Background: an optimization exercise with open tools, aiming at small area and a short achievable clock period. Do not read the settings as production practice. RTL that was checked went through simulation tests only; none was proved equivalent to the original. Power and IR drop assume default switching activity.

==> inputs of 04-11 <==
==> flow/design.v <==
package fetch_pkg;
  localparam logic [31:0] NOP               = 32'h0000_0000;
  localparam int          DEFAULT_MEM_DEPTH = 128;
endpackage
module imem_bit (
  input  logic clk,
  input  logic we,
  input  logic hold,
  input  logic wr_data,
  output logic q
);
  always_ff @(posedge clk) begin
    q <= (q & hold) | (wr_data & we);
  end
endmodule
module imem_col (
  input  logic [127:0] sel,
  input  logic [127:0] bits,
  input  logic         q,
  input  logic         hold,
  output logic         d
);
  assign d = (|(sel & bits)) | (q & hold);
endmodule
module instruction_fetch_stage (
  input  logic        Clk,
  input  logic        Reset,
  input  logic [31:0] PCResult,
  input  logic        Stall,
  input  logic        Flush,
  input  logic        ProgWrEn,
  input  logic [6:0]  ProgAddr,
  input  logic [31:0] ProgData,
  output logic [31:0] Instruction,
  output logic [31:0] FetchPC,
  output logic [31:0] PCPlus4,
  output logic        Valid,
  output logic        Fault,
  output logic [31:0] FetchCount
);
  logic [31:0] instr_q;
  logic [31:0] fetch_pc_q;
  logic [31:2] pc_plus4_q;    
  logic [31:0] count_q;
  logic        valid_q;
  logic        fault_q;
  logic bad, update, capture, load_pc, set_fault;
  assign bad       = (PCResult[1:0] != 2'b00) || (PCResult[31:9] != 23'd0);
  assign update    = !fault_q && (Flush || !Stall);    
  assign capture   = update && !Flush && !bad;
  assign load_pc   = update && (Flush || !bad);
  assign set_fault = update && !Flush && bad;
  logic [127:0] wr_sel;
  logic [127:0] rd_sel;
  logic [127:0] col_bits [32];
  logic [31:0]  instr_d;
  genvar r, b;
  generate
    for (r = 0; r < 128; r++) begin : g_row
      assign wr_sel[r] = ProgWrEn && !Reset && (ProgAddr == r[6:0]);
      assign rd_sel[r] = capture && (PCResult[8:2] == r[6:0]);
      for (b = 0; b < 32; b++) begin : g_bit
        imem_bit u_bit (
          .clk     (Clk),
          .we      (wr_sel[r]),
          .hold    (!wr_sel[r]),
          .wr_data (ProgData[b]),
          .q       (col_bits[b][r])
        );
      end
    end
    for (b = 0; b < 32; b++) begin : g_col
      imem_col u_col (
        .sel  (rd_sel),
        .bits (col_bits[b]),
        .q    (instr_q[b]),
        .hold (!update),
        .d    (instr_d[b])
      );
    end
  endgenerate
  always_ff @(posedge Clk or posedge Reset) begin
    if (Reset) begin
      instr_q    <= 32'h0000_0000;
      fetch_pc_q <= 32'h0000_0000;
      pc_plus4_q <= 30'd0;
      count_q    <= 32'h0000_0000;
      valid_q    <= 1'b0;
      fault_q    <= 1'b0;
    end else begin
      instr_q <= instr_d;
      if (update) valid_q <= capture;
      if (load_pc) begin
        fetch_pc_q <= PCResult;
        pc_plus4_q <= PCResult[31:2] + 30'd1;
      end
      if (capture) count_q <= count_q + 32'd1;
      if (set_fault) fault_q <= 1'b1;
    end
  end
  assign Instruction = instr_q;
  assign FetchPC     = fetch_pc_q;
  assign PCPlus4     = {pc_plus4_q, fetch_pc_q[1:0]};
  assign Valid       = valid_q;
  assign Fault       = fault_q;
  assign FetchCount  = count_q;
endmodule
==> flow/run.sh <==
#!/bin/bash
# synth_recipe.tcl (not shown) runs the flow's synth.tcl, then flattens the netlist and writes it again
# the make line also repeats each setting of config.mk as NAME=value (left out here)
make -C /OpenROAD-flow-scripts/flow DESIGN_CONFIG=/design/flow/config.mk WORK_HOME=/design/flow/orfs CLKGATE_MAP_FILE= SYNTH_SCRIPT=/design/flow/synth_recipe.tcl finish
==> flow/config.mk <==
export PLATFORM = sky130hd
export DESIGN_NAME = instruction_fetch_stage
export DESIGN_NICKNAME = instruction_fetch_stage
export VERILOG_FILES = /design/flow/design.v
export SDC_FILE = /design/flow/constraint.sdc
export NUM_CORES = 4
export LEC_CHECK = 0
export CAP_MARGIN = 20
export CORE_MARGIN = 2
export CORE_UTILIZATION = 55
export SETUP_SLACK_MARGIN = 3.0
export SLEW_MARGIN = 20
export SYNTH_HIERARCHICAL = 1
export SYNTH_MINIMUM_KEEP_SIZE = 0
==> flow/constraint.sdc <==
create_clock -name core_clock -period 6.0 [get_ports {Clk}]
set_input_delay 1.2000 -clock core_clock [delete_from_list [all_inputs] [get_ports {Clk}]]
set_output_delay 1.2000 -clock core_clock [all_outputs]
set_load 0.01 [all_outputs]
==> 04-23: changes against 04-11 <==
==> flow/design.v, changed modules only <==
module imem_pre3 (
  input  logic       en,
  input  logic [2:0] a,
  output logic [7:0] y
);
  always_comb begin
    for (int j = 0; j < 8; j++) y[j] = en && (a == j[2:0]);
  end
endmodule
module imem_pre4 (
  input  logic [3:0]  a,
  output logic [15:0] y
);
  always_comb begin
    for (int j = 0; j < 16; j++) y[j] = (a == j[3:0]);
  end
endmodule
module imem_and2 (
  input  logic hi,
  input  logic lo,
  output logic y
);
  assign y = hi && lo;
endmodule
module imem_nand2r (
  input  logic hi,
  input  logic lo,
  output logic y
);
  assign y = !(hi && lo);
endmodule
module imem_wdec (
  input  logic         en,
  input  logic [6:0]   addr,
  output logic [127:0] we,
  output logic [127:0] hold
);
  logic [7:0]  hi;
  logic [15:0] lo;
  imem_pre3 u_hi (.en(en), .a(addr[6:4]), .y(hi));
  imem_pre4 u_lo (.a(addr[3:0]), .y(lo));
  genvar r;
  generate
    for (r = 0; r < 128; r++) begin : g_r
      imem_and2   u_we   (.hi(hi[r / 16]), .lo(lo[r % 16]), .y(we[r]));
      imem_nand2r u_hold (.hi(hi[r / 16]), .lo(lo[r % 16]), .y(hold[r]));
    end
  endgenerate
endmodule
module imem_rdec (
  input  logic [6:0]   addr,
  output logic [127:0] sel
);
  logic [7:0]  hi;
  logic [15:0] lo;
  imem_pre3 u_hi (.en(1'b1), .a(addr[6:4]), .y(hi));
  imem_pre4 u_lo (.a(addr[3:0]), .y(lo));
  genvar r;
  generate
    for (r = 0; r < 128; r++) begin : g_r
      imem_and2 u_sel (.hi(hi[r / 16]), .lo(lo[r % 16]), .y(sel[r]));
    end
  endgenerate
endmodule
module imem_or8 (
  input  logic [7:0] a,
  input  logic [7:0] b,
  output logic       y
);
  assign y = |(a & b);
endmodule
module imem_nand2 (
  input  logic [1:0] a,
  output logic       y
);
  assign y = !(&a);
endmodule
module imem_nor2 (
  input  logic [1:0] a,
  output logic       y
);
  assign y = !(|a);
endmodule
module imem_oai21 (
  input  logic [1:0] a,
  input  logic       en,
  output logic       y
);
  assign y = !((|a) & en);
endmodule
module imem_nand3 (
  input  logic [2:0] a,
  output logic       y
);
  assign y = !(&a);
endmodule
module imem_col (
  input  logic [127:0] sel,
  input  logic [127:0] bits,
  input  logic         cap,
  input  logic         q,
  input  logic         hold,
  output logic         d
);
  logic [15:0] l2;    
  logic [7:0]  l3;    
  logic [3:0]  l4;    
  logic [1:0]  l5;    
  logic        qh_n;
  genvar i;
  generate
    for (i = 0; i < 16; i++) begin : g_l2
      imem_or8 u (.a(sel[8*i +: 8]), .b(bits[8*i +: 8]), .y(l2[i]));
    end
    for (i = 0; i < 8; i++) begin : g_l3
      imem_nor2 u (.a(l2[2*i +: 2]), .y(l3[i]));
    end
    for (i = 0; i < 4; i++) begin : g_l4
      imem_nand2 u (.a(l3[2*i +: 2]), .y(l4[i]));
    end
    for (i = 0; i < 2; i++) begin : g_l5
      imem_oai21 u (.a(l4[2*i +: 2]), .en(cap), .y(l5[i]));
    end
  endgenerate
  imem_nand2 u_qh (.a({q, hold}), .y(qh_n));
  imem_nand3 u_l6 (.a({qh_n, l5}), .y(d));
endmodule
module instruction_fetch_stage (
  input  logic        Clk,
  input  logic        Reset,
  input  logic [31:0] PCResult,
  input  logic        Stall,
  input  logic        Flush,
  input  logic        ProgWrEn,
  input  logic [6:0]  ProgAddr,
  input  logic [31:0] ProgData,
  output logic [31:0] Instruction,
  output logic [31:0] FetchPC,
  output logic [31:0] PCPlus4,
  output logic        Valid,
  output logic        Fault,
  output logic [31:0] FetchCount
);
  logic [31:0] instr_q;
  logic [31:0] fetch_pc_q;
  logic [31:2] pc_plus4_q;    
  logic [31:0] count_q;
  logic        valid_q;
  logic        fault_q;
  logic bad, update, capture, load_pc, set_fault;
  assign bad       = (PCResult[1:0] != 2'b00) || (PCResult[31:9] != 23'd0);
  assign update    = !fault_q && (Flush || !Stall);    
  assign capture   = update && !Flush && !bad;
  assign load_pc   = update && (Flush || !bad);
  assign set_fault = update && !Flush && bad;
  logic [127:0] wr_we, wr_hold;
  logic [127:0] rd_sel;
  logic [127:0] col_bits [32];
  logic [31:0]  instr_d;
  imem_wdec u_wdec (
    .en   (ProgWrEn && !Reset),
    .addr (ProgAddr),
    .we   (wr_we),
    .hold (wr_hold)
  );
  imem_rdec u_rdec (
    .addr (PCResult[8:2]),
    .sel  (rd_sel)
  );
  genvar r, b;
  generate
    for (r = 0; r < 128; r++) begin : g_row
      for (b = 0; b < 32; b++) begin : g_bit
        imem_bit u_bit (
          .clk     (Clk),
          .we      (wr_we[r]),
          .hold    (wr_hold[r]),
          .wr_data (ProgData[b]),
          .q       (col_bits[b][r])
        );
      end
    end
    for (b = 0; b < 32; b++) begin : g_col
      imem_col u_col (
        .sel  (rd_sel),
        .bits (col_bits[b]),
        .cap  (capture),
        .q    (instr_q[b]),
        .hold (!update),
        .d    (instr_d[b])
      );
    end
  endgenerate
  always_ff @(posedge Clk or posedge Reset) begin
    if (Reset) begin
      instr_q    <= 32'h0000_0000;
      fetch_pc_q <= 32'h0000_0000;
      pc_plus4_q <= 30'd0;
      count_q    <= 32'h0000_0000;
      valid_q    <= 1'b0;
      fault_q    <= 1'b0;
    end else begin
      instr_q <= instr_d;
      if (update) valid_q <= capture;
      if (load_pc) begin
        fetch_pc_q <= PCResult;
        pc_plus4_q <= PCResult[31:2] + 30'd1;
      end
      if (capture) count_q <= count_q + 32'd1;
      if (set_fault) fault_q <= 1'b1;
    end
  end
  assign Instruction = instr_q;
  assign FetchPC     = fetch_pc_q;
  assign PCPlus4     = {pc_plus4_q, fetch_pc_q[1:0]};
  assign Valid       = valid_q;
  assign Fault       = fault_q;
  assign FetchCount  = count_q;
endmodule
==> flow/flow/run.sh (new file) <==
#!/bin/bash
# Own layout flow: the standard ORFS flow (standard.sh, synthesis
# unchanged) with one difference: the buffers that buffer_ports puts on every
# input and output port are sky130_fd_sc_hd__buf_4 instead of the cell the
# resizer picks by default (a clkdlybuf4s50_1 delay buffer). Every port still
# gets its own buffer. The full make output goes to flow_make.log here; ORFS
# keeps each tool's log under orfs/logs/.
set -euo pipefail
cd "$(dirname "$0")/.."
bash standard.sh 'BUFFER_PORTS_ARGS=-buffer_cell sky130_fd_sc_hd__buf_4' finish > flow_make.log 2>&1
==> flow/standard.sh (new file) <==
#!/bin/bash
# synth_recipe.tcl (not shown) runs the flow's synth.tcl, then flattens the netlist and writes it again
# the make line also repeats each setting of config.mk as NAME=value (left out here)
make -C /OpenROAD-flow-scripts/flow DESIGN_CONFIG=/design/flow/config.mk WORK_HOME=/design/flow/orfs CLKGATE_MAP_FILE= SYNTH_SCRIPT=/design/flow/synth_recipe.tcl "${@:-finish}"
--- a/flow/config.mk
+++ b/flow/config.mk
@@ -9,4 +9,7 @@
 export CORE_MARGIN = 2
-export CORE_UTILIZATION = 55
-export SETUP_SLACK_MARGIN = 3.0
+export CORE_UTILIZATION = 60
+export CTS_CLUSTER_DIAMETER = 80
+export CTS_CLUSTER_SIZE = 24
+export PLACE_DENSITY = 0.66
+export SETUP_SLACK_MARGIN = 3.1
 export SLEW_MARGIN = 20
@@ -14 +17,2 @@
 export SYNTH_MINIMUM_KEEP_SIZE = 0
+export TNS_END_PERCENT = 5
removed: flow/run.sh
==> summary of the runs <==
Between 04-23 and 04-11, the lower clock power is in 04-23 (gap 45%, measured against 04-11). Against 04-11, the design area of 04-23 is smaller by 10%. Against 04-23, the synthesized cell count of 04-11 is lower by about 3%. Of 04-11 and 04-23, 04-23 has the higher sequential share of layout area (gap 5.3 points). Of 04-23 and 04-11, 04-11 has the higher critical path depth (gap 5).
Only the layout flow was run in 04-11; the RTL was not checked for function there.

re-timing with driven ports:
How much do the figures lean on ideal ports? The routed layouts below were timed once more, with nothing changed but the port constraints. Step 1: set_driving_cell puts a clkbuf_16 on Clk and a buf_2 on each other input, an assumption about the parent block. Step 2 times the ports against the registers' clock, not the clock port: input delays grow and output delays shrink by t, the midpoint of the rising clock arrivals with the driver on. a / b / c = no drivers / after step 1 / after step 2; a / b = the first two.
| run | t, ns | setup WS [ns] | hold slack, ns |
|---|---|---|---|
| 04-11 | 1.089 | 2.221 / 2.239 / 1.198 | 0.478 / 0.403 / 0.478 |
| 04-23 | 0.985 | 2.706 / 2.567 / 1.582 | 0.294 / 0.215 / 0.483 |
After both steps setup and hold are still met in every run listed. For 04-23, which loses most, drivers alone change the setup slack by -0.139 ns; drivers and shift together by -1.124 ns.
